Source: an optimization exercise on an open RTL-to-GDS flow (aim: small area and a short achievable clock period). Production flows keep margins and buffers that such runs may drop. Power figures rest on the tool's default switching activity, not on a simulated workload.

==> module ram_sp_async, before the edit <==
module ram_sp_async #(
  parameter int AW = 8,
  parameter int DW = 8,
  parameter int RK = 6
) (
  input  logic          clk,
  input  logic          i_we,
  input  logic [AW-1:0] i_waddr,
  input  logic [DW-1:0] i_wdata,
  input  logic          i_rzero,
  input  logic          i_rnew,
  input  logic [AW-1:0] i_raddr,
  input  logic [AW-1:0] i_raddr_n,
  output logic [DW-1:0] o_rdata
);
  localparam int NC = 2**(AW-RK);
  logic [DW-1:0] r_mem [2**AW];
  logic          r_pw_we;
  logic [AW-1:0] r_pw_addr;
  logic [DW-1:0] r_pw_data;
  logic [DW-1:0] r_cand [NC];
  logic [DW-1:0] w_cand [NC];
  logic          w_hit_pw;
  logic          w_hit_pw0;
  logic          w_hit_now;
  logic [NC-1:0] r_psel;
  logic [AW-1:0] w_raddr_next;
  logic [DW-1:0] w_rdata;
  always_ff @(posedge clk) begin
    r_pw_we   <= i_we;
    r_pw_addr <= i_waddr;
    r_pw_data <= i_wdata;
  end
  logic [2**AW-1:0] w_bwe;
  always_comb begin
    for (int a = 0; a < 2**AW; a++) begin
      w_bwe[a] = r_pw_we && (r_pw_addr == AW'(a));
    end
  end
  always_ff @(posedge clk) begin
    for (int a = 0; a < 2**AW; a++) begin
      if (w_bwe[a]) begin
        r_mem[a] <= r_pw_data;
      end
    end
  end
  localparam int NL = RK / 2;
  logic [3:0]            w_q   [NL];
  logic [DW*(2**AW)-1:0] w_lvl [NL+1];
  always_comb begin
    for (int t = 0; t < NL; t++) begin
      for (int k = 0; k < 4; k++) begin
        w_q[t][k] = (i_raddr_n[2*t +: 2] == 2'(k));
      end
    end
    for (int a = 0; a < 2**AW; a++) begin
      w_lvl[0][a*DW +: DW] = r_mem[a];
    end
    for (int t = 0; t < NL; t++) begin
      w_lvl[t+1] = '0;
      for (int i = 0; i < 2**(AW-2*t-2); i++) begin
        for (int k = 0; k < 4; k++) begin
          w_lvl[t+1][i*DW +: DW] = w_lvl[t+1][i*DW +: DW]
                                 | (w_lvl[t][(4*i+k)*DW +: DW] & {DW{w_q[t][k]}});
        end
      end
    end
  end
  assign w_hit_pw  = r_pw_we && (r_pw_addr[RK-1:0] == i_raddr_n[RK-1:0]);
  assign w_hit_pw0 = r_pw_we && (r_pw_addr[RK-1:0] == '0);
  assign w_hit_now = i_we && (i_waddr[RK-1:0] == (i_rnew ? i_raddr_n[RK-1:0] : i_raddr[RK-1:0]));
  always_comb begin
    for (int j = 0; j < NC; j++) begin
      if (w_hit_now && ((int'(i_waddr) >> RK) == j)) begin
        w_cand[j] = i_wdata;
      end else if (i_rzero) begin
        if (w_hit_pw0 && ((int'(r_pw_addr) >> RK) == j)) begin
          w_cand[j] = r_pw_data;
        end else begin
          w_cand[j] = r_mem[j << RK];
        end
      end else if (!i_rnew) begin
        w_cand[j] = r_cand[j];
      end else if (w_hit_pw && ((int'(r_pw_addr) >> RK) == j)) begin
        w_cand[j] = r_pw_data;
      end else begin
        w_cand[j] = w_lvl[NL][j*DW +: DW];
      end
    end
  end
  always_ff @(posedge clk) begin
    for (int j = 0; j < NC; j++) begin
      r_cand[j] <= w_cand[j];
    end
  end
  assign w_raddr_next = i_rzero ? '0 : (i_rnew ? i_raddr_n : i_raddr);
  always_ff @(posedge clk) begin
    for (int j = 0; j < NC; j++) begin
      r_psel[j] <= ((int'(w_raddr_next) >> RK) == j);
    end
  end
  always_comb begin
    w_rdata = '0;
    for (int j = 0; j < NC; j++) begin
      w_rdata = w_rdata | (r_cand[j] & {DW{r_psel[j]}});
    end
  end
  assign o_rdata = w_rdata;
endmodule
export LEC_CHECK = 0
export CAP_MARGIN = 20
export CORE_MARGIN = 2
export CORE_UTILIZATION = 40
export CTS_BUF_LIST = sky130_fd_sc_hd__clkbuf_8
export SETUP_SLACK_MARGIN = 3.6
export SLEW_MARGIN = 20
create_clock -name core_clock -period 6.5 [get_ports {clk}]
run.sh (not shown) runs the stock make flow with config.mk's settings and CLKGATE_MAP_FILE= SYNTH_SCRIPT=/design/flow/synth_recipe.tcl, a recipe that flattens the netlist after the stock synthesis.
Change:
--- a/flow/design.v
+++ b/flow/design.v
@@ -1,10 +1,10 @@
 package mem_responder_pkg;
   localparam int DEFAULT_AW = 8;
   localparam int DEFAULT_DW = 8;
-  localparam int DEFAULT_RK = 6;
+  localparam int DEFAULT_RK = 8;
   typedef enum logic {
     ST_LOAD = 1'b0,
     ST_RUN  = 1'b1
   } state_e;
 endpackage
 module ram_sp_async #(
@@ -50,31 +50,22 @@
     for (int a = 0; a < 2**AW; a++) begin
       if (w_bwe[a]) begin
         r_mem[a] <= r_pw_data;
       end
     end
   end
-  localparam int NL = RK / 2;
-  logic [3:0]            w_q   [NL];
-  logic [DW*(2**AW)-1:0] w_lvl [NL+1];
+  logic [DW*(2**AW)-1:0] w_lvl [RK+1];
   always_comb begin
-    for (int t = 0; t < NL; t++) begin
-      for (int k = 0; k < 4; k++) begin
-        w_q[t][k] = (i_raddr_n[2*t +: 2] == 2'(k));
-      end
-    end
     for (int a = 0; a < 2**AW; a++) begin
       w_lvl[0][a*DW +: DW] = r_mem[a];
     end
-    for (int t = 0; t < NL; t++) begin
-      w_lvl[t+1] = '0;
-      for (int i = 0; i < 2**(AW-2*t-2); i++) begin
-        for (int k = 0; k < 4; k++) begin
-          w_lvl[t+1][i*DW +: DW] = w_lvl[t+1][i*DW +: DW]
-                                 | (w_lvl[t][(4*i+k)*DW +: DW] & {DW{w_q[t][k]}});
-        end
+    for (int l = 0; l < RK; l++) begin
+      w_lvl[l+1] = '0;
+      for (int i = 0; i < 2**(AW-l-1); i++) begin
+        w_lvl[l+1][i*DW +: DW] = i_raddr_n[l] ? w_lvl[l][(2*i+1)*DW +: DW]
+                                              : w_lvl[l][(2*i)*DW +: DW];
       end
     end
   end
   assign w_hit_pw  = r_pw_we && (r_pw_addr[RK-1:0] == i_raddr_n[RK-1:0]);
   assign w_hit_pw0 = r_pw_we && (r_pw_addr[RK-1:0] == '0);
   assign w_hit_now = i_we && (i_waddr[RK-1:0] == (i_rnew ? i_raddr_n[RK-1:0] : i_raddr[RK-1:0]));
@@ -90,13 +81,13 @@
         end
       end else if (!i_rnew) begin
         w_cand[j] = r_cand[j];
       end else if (w_hit_pw && ((int'(r_pw_addr) >> RK) == j)) begin
         w_cand[j] = r_pw_data;
       end else begin
-        w_cand[j] = w_lvl[NL][j*DW +: DW];
+        w_cand[j] = w_lvl[RK][j*DW +: DW];
       end
     end
   end
   always_ff @(posedge clk) begin
     for (int j = 0; j < NC; j++) begin
       r_cand[j] <= w_cand[j];
Outcome: The new run produced a clean layout; routed wire length is lower by 1.6%; cell count is lower by 6.8%; non-clock buffer count is lower by 52; global-route usage is higher by 0.26 points; count of clock-buffer cells in the layout is lower by 8; sequential share of layout area is higher by 1.8 points; maximum frequency is higher by 5.5%; combinational power is lower by about 5%; cell area is lower by 4.1%.
Function was not checked in any run of this note: the RTL went through the layout flow alone.

## separate check: timing with driven ports
The results above use ideal ports. As a check the final layouts listed here were re-extracted and re-timed, cells and wires unchanged. Step 1 sets driving cells, clkbuf_16 on the clock port and buf_2 on the other inputs (assumed; they add their load-dependent delay and slew). Step 2 moves the port delays by t, midway between the first and last clock arrival at a register: inputs arrive t later, outputs are due t later. That takes back most of the time a late clock gives input paths. Slacks: ideal ports / drivers / drivers and shift; pairs: ideal ports / drivers.
run	t (ns)	setup WS [ns]	worst setup path after step 2
the first run	1.114	2.932 / 2.853 / 1.924	input to register
the second run	1.097	3.117 / 3.113 / 2.016	input to register
After both steps every run listed still meets setup and hold. For the second run, which loses most, drivers alone change the setup slack by -0.004 ns; drivers and shift together by -1.101 ns.
